Context: an optimization exercise on an open-source flow, tuned for small area. The choices shown serve that exercise and are no tape-out recipe. The RTL was checked by simulation tests, not by an equivalence proof against the original design. Power figures rest on the tool's default switching activity, not on a simulated workload.

==> inputs of garnet <==
==> flow/design.v <==
module pytxscobufctrl #(
    parameter int AW = 6
) (
    input  logic          clk_6M,
    input  logic          rstz,
    input  logic          tsco_p,
    input  logic          bsm_we,
    input  logic [31:0]   bsm_din,
    input  logic          bsm_flush,
    input  logic          lnctrl_cs,
    input  logic [AW-1:0] lnctrl_addr,
    output logic [31:0]   lnctrl_dout,
    output logic [AW:0]   tx_len,
    output logic          tx_valid,
    output logic [AW:0]   fill_cnt,
    output logic          fill_full,
    output logic          underrun_p,
    output logic          overrun_p
);
    localparam int DEPTH = 2 ** AW;
    localparam int WB = 4;    
    localparam logic [AW:0] DEPTH_W = (AW+1)'(DEPTH);
    logic [31:0] a_q [0:DEPTH-1];
    logic [31:0] b_q [0:DEPTH-1];
    logic [31:0] a_d [0:DEPTH-1];
    logic [31:0] b_d [0:DEPTH-1];
    logic          ph_reg;
    logic [AW:0]   wptr_reg;
    logic [AW:0]   tx_len_reg;
    logic          tx_valid_reg;
    logic [31:0]   dout_reg;
    logic          underrun_reg;
    logic          overrun_reg;
    logic          wr_ok;
    logic [AW:0]   len_now;
    logic          swap;
    logic          underrun;
    logic          rd_hit;
    logic          a_hold;
    logic          b_keep;
    logic [31:0]   din_x;
    logic [AW:0]   rd_pos;
    logic [DEPTH-1:0]    rd_sel_n;
    logic [32*DEPTH-1:0] rd_data;
    logic [31:0]   rd_or_n;
    assign fill_full = (wptr_reg == DEPTH_W);
    assign fill_cnt  = wptr_reg;
    assign wr_ok    = bsm_we & ~fill_full & ~bsm_flush;
    assign len_now  = wptr_reg + {{AW{1'b0}}, wr_ok};
    assign swap     = tsco_p & ~bsm_flush & (len_now != '0);
    assign underrun = tsco_p & ~swap;
    assign rd_hit   = tx_valid_reg & ({1'b0, lnctrl_addr} < tx_len_reg);
    assign a_hold = ~wr_ok & (wptr_reg != '0);
    assign b_keep = ~swap & tx_valid_reg;
    assign din_x  = bsm_din ^ {32{ph_reg}};
    for (genvar w = 0; w < DEPTH; w++) begin : g_word
        for (genvar j = 0; j < 32 / WB; j++) begin : g_sl
            if (w == 0) begin : g_first
                txsco_oai22 #(.W(WB)) u_a (.s(wr_ok), .b(a_q[w][WB*j +: WB]), .k(a_hold),
                                           .a(din_x[WB*j +: WB]), .y(a_d[w][WB*j +: WB]));
            end else begin : g_rest
                txsco_oai22 #(.W(WB)) u_a (.s(wr_ok), .b(a_q[w][WB*j +: WB]), .k(a_hold),
                                           .a(a_q[w-1][WB*j +: WB]), .y(a_d[w][WB*j +: WB]));
            end
            txsco_oai22 #(.W(WB)) u_b (.s(swap), .b(b_q[w][WB*j +: WB]), .k(b_keep),
                                       .a(a_d[w][WB*j +: WB]), .y(b_d[w][WB*j +: WB]));
        end
    end
    always_ff @(posedge clk_6M) begin
        for (int w = 0; w < DEPTH; w++) begin
            a_q[w] <= a_d[w];
            b_q[w] <= b_d[w];
        end
    end
    assign rd_pos = tx_len_reg + {1'b0, ~lnctrl_addr};
    always_comb begin
        for (int w = 0; w < DEPTH; w++) begin
            rd_sel_n[w] = ~(rd_pos[AW-1:0] == AW'(w));
            rd_data[32*w +: 32] = b_q[w];
        end
    end
    txsco_rdmux #(.N(DEPTH), .W(32), .WB(WB)) u_rd (.sel_n(rd_sel_n), .d(rd_data), .y(rd_or_n));
    always_ff @(posedge clk_6M or negedge rstz) begin
        if (!rstz) begin
            ph_reg       <= 1'b0;
            wptr_reg     <= '0;
            tx_len_reg   <= '0;
            tx_valid_reg <= 1'b0;
            underrun_reg <= 1'b0;
            overrun_reg  <= 1'b0;
        end else begin
            ph_reg       <= ~ph_reg;
            underrun_reg <= underrun;
            overrun_reg  <= bsm_we & fill_full & ~bsm_flush;
            if (swap) begin
                tx_len_reg   <= len_now;
                tx_valid_reg <= 1'b1;
                wptr_reg     <= '0;
            end else if (underrun) begin
                tx_len_reg   <= '0;
                tx_valid_reg <= 1'b0;
                wptr_reg     <= '0;
            end else if (bsm_flush) begin
                wptr_reg <= '0;
            end else if (wr_ok) begin
                wptr_reg <= wptr_reg + 1'b1;
            end
        end
    end
    always_ff @(posedge clk_6M or negedge rstz) begin
        if (!rstz)
            dout_reg <= '0;
        else if (lnctrl_cs)
            dout_reg <= rd_hit ? (rd_or_n ^ {32{ph_reg}}) : 32'h0;
    end
    assign lnctrl_dout = dout_reg;
    assign tx_len      = tx_len_reg;
    assign tx_valid    = tx_valid_reg;
    assign underrun_p  = underrun_reg;
    assign overrun_p   = overrun_reg;
endmodule
module txsco_oai22 #(
    parameter int W = 32
) (
    input  logic         s,
    input  logic [W-1:0] b,
    input  logic         k,
    input  logic [W-1:0] a,
    output logic [W-1:0] y
);
    assign y = ~(({W{s}} | b) & ({W{k}} | a));
endmodule
module txsco_rdmux #(
    parameter int N = 64,
    parameter int W = 32,
    parameter int WB = 4
) (
    input  logic [N-1:0]   sel_n,
    input  logic [N*W-1:0] d,
    output logic [W-1:0]   y
);
    localparam int G = N / 2;
    logic [W-1:0] pair [0:G-1];
    for (genvar g = 0; g < G; g++) begin : g_pair
        for (genvar j = 0; j < W / WB; j++) begin : g_sl
            txsco_oai22 #(.W(WB)) u_p (
                .s(sel_n[2*g]),   .b(d[W*(2*g) + WB*j +: WB]),
                .k(sel_n[2*g+1]), .a(d[W*(2*g+1) + WB*j +: WB]),
                .y(pair[g][WB*j +: WB]));
        end
    end
    always_comb begin
        y = '0;
        for (int g = 0; g < G; g++)
            y = y | pair[g];
    end
endmodule
==> flow/run.sh <==
#!/bin/bash
# synth_recipe.tcl (not shown) runs the flow's synth.tcl, then flattens the netlist and writes it again
# the make line also repeats each setting of config.mk as NAME=value (left out here)
make -C /OpenROAD-flow-scripts/flow DESIGN_CONFIG=/design/flow/config.mk WORK_HOME=/design/flow/orfs CLKGATE_MAP_FILE= SYNTH_SCRIPT=/design/flow/synth_recipe.tcl finish
==> flow/config.mk <==
export PLATFORM = sky130hd
export DESIGN_NAME = pytxscobufctrl
export DESIGN_NICKNAME = pytxscobufctrl
export VERILOG_FILES = /design/flow/design.v
export SDC_FILE = /design/flow/constraint.sdc
export NUM_CORES = 4
export LEC_CHECK = 0
export CAP_MARGIN = 20
export CORE_MARGIN = 2
export CORE_UTILIZATION = 65
export CTS_CLUSTER_DIAMETER = 70
export CTS_CLUSTER_SIZE = 25
export SETUP_SLACK_MARGIN = 0.5
export SLEW_MARGIN = 20
export SYNTH_HIERARCHICAL = 1
export SYNTH_MINIMUM_KEEP_SIZE = 0
==> flow/constraint.sdc <==
create_clock -name core_clock -period 6.0 [get_ports {clk_6M}]
set_input_delay 1.2000 -clock core_clock [delete_from_list [all_inputs] [get_ports {clk_6M}]]
set_output_delay 1.2000 -clock core_clock [all_outputs]
set_load 0.01 [all_outputs]
==> indigo: changes against garnet <==
==> flow/design.v, changed modules only <==
module pytxscobufctrl #(
    parameter int AW = 6
) (
    input  logic          clk_6M,
    input  logic          rstz,
    input  logic          tsco_p,
    input  logic          bsm_we,
    input  logic [31:0]   bsm_din,
    input  logic          bsm_flush,
    input  logic          lnctrl_cs,
    input  logic [AW-1:0] lnctrl_addr,
    output logic [31:0]   lnctrl_dout,
    output logic [AW:0]   tx_len,
    output logic          tx_valid,
    output logic [AW:0]   fill_cnt,
    output logic          fill_full,
    output logic          underrun_p,
    output logic          overrun_p
);
    localparam int DEPTH = 2 ** AW;
    localparam logic [AW:0] DEPTH_W = (AW+1)'(DEPTH);
    logic [31:0] mem [0:2*DEPTH-1];
    logic          sel_reg;
    logic [AW:0]   wptr_reg;
    logic [AW:0]   tx_len_reg;
    logic          tx_valid_reg;
    logic [31:0]   dout_reg;
    logic          underrun_reg;
    logic          overrun_reg;
    logic          wr_ok;
    logic [AW:0]   len_now;
    logic          swap;
    logic          underrun;
    logic          rd_hit;
    assign fill_full = (wptr_reg == DEPTH_W);
    assign fill_cnt  = wptr_reg;
    assign wr_ok    = bsm_we & ~fill_full & ~bsm_flush;
    assign len_now  = wptr_reg + {{AW{1'b0}}, wr_ok};
    assign swap     = tsco_p & ~bsm_flush & (len_now != '0);
    assign underrun = tsco_p & ~swap;
    assign rd_hit   = tx_valid_reg & ({1'b0, lnctrl_addr} < tx_len_reg);
    always_ff @(posedge clk_6M) begin
        if (wr_ok)
            mem[{sel_reg, wptr_reg[AW-1:0]}] <= bsm_din;
    end
    always_ff @(posedge clk_6M or negedge rstz) begin
        if (!rstz) begin
            sel_reg      <= 1'b0;
            wptr_reg     <= '0;
            tx_len_reg   <= '0;
            tx_valid_reg <= 1'b0;
            underrun_reg <= 1'b0;
            overrun_reg  <= 1'b0;
        end else begin
            underrun_reg <= underrun;
            overrun_reg  <= bsm_we & fill_full & ~bsm_flush;
            if (swap) begin
                sel_reg      <= ~sel_reg;
                tx_len_reg   <= len_now;
                tx_valid_reg <= 1'b1;
                wptr_reg     <= '0;
            end else if (underrun) begin
                tx_len_reg   <= '0;
                tx_valid_reg <= 1'b0;
                wptr_reg     <= '0;
            end else if (bsm_flush) begin
                wptr_reg <= '0;
            end else if (wr_ok) begin
                wptr_reg <= wptr_reg + 1'b1;
            end
        end
    end
    always_ff @(posedge clk_6M or negedge rstz) begin
        if (!rstz)
            dout_reg <= '0;
        else if (lnctrl_cs)
            dout_reg <= rd_hit ? mem[{~sel_reg, lnctrl_addr}] : 32'h0;
    end
    assign lnctrl_dout = dout_reg;
    assign tx_len      = tx_len_reg;
    assign tx_valid    = tx_valid_reg;
    assign underrun_p  = underrun_reg;
    assign overrun_p   = overrun_reg;
endmodule
// module txsco_oai22 removed
// module txsco_rdmux removed
- CORE_UTILIZATION: 65 -> 40
- CTS_CLUSTER_DIAMETER: 70 -> not set
- CTS_CLUSTER_SIZE: 25 -> not set
- SETUP_SLACK_MARGIN: 0.5 -> not set
- SYNTH_HIERARCHICAL: 1 -> not set
- SYNTH_MINIMUM_KEEP_SIZE: 0 -> not set
==> summary of the runs <==
Against indigo, the wire length of garnet is lower by about 22%.
Against indigo, the first-iteration DRC count of garnet is smaller by 2.5%.
Cell count is about the same in indigo and garnet.
Of garnet and indigo, garnet has the higher critical path depth (gap 10).
Against indigo, the global-route usage of garnet is higher by 13 points.
Of indigo and garnet, garnet has the higher combinational power (gap about 60%, measured against garnet).
Synthesized cell count: indigo is smaller than garnet (about 30%).
In garnet the clock skew is lower than in indigo, by 0.037 ns.
Against garnet, the clock power of indigo is higher by about 70%.

## afterwards: timing with drivers on the ports
In the flow no input, the clock included, has a driving cell. The finished layouts below were timed again as built, in two steps. Step 1, drivers: a clkbuf_16 drives clk_6M and a buf_2 each remaining input, both assumed. Step 2 moves the port delays by t, midway between the first and last clock arrival at a register: inputs arrive t later, outputs are due t later. That takes back most of the time a late clock gives input paths. Slacks: ideal / step 1 / step 2; pairs: ideal / step 1.
run | t (ns) | setup slack, ns | clock arrival spread, ns
garnet | 0.972 | 0.513 / 0.593 / -0.379 | 0.029 / 0.030
indigo | 1.079 | 1.397 / 1.397 / 0.587 | 0.067 / 0.067
Met with ideal ports but missed after step 2: setup timing in garnet. The setup slack of garnet, which loses most, moves by +0.080 ns with the drivers and by -0.892 ns with both steps.
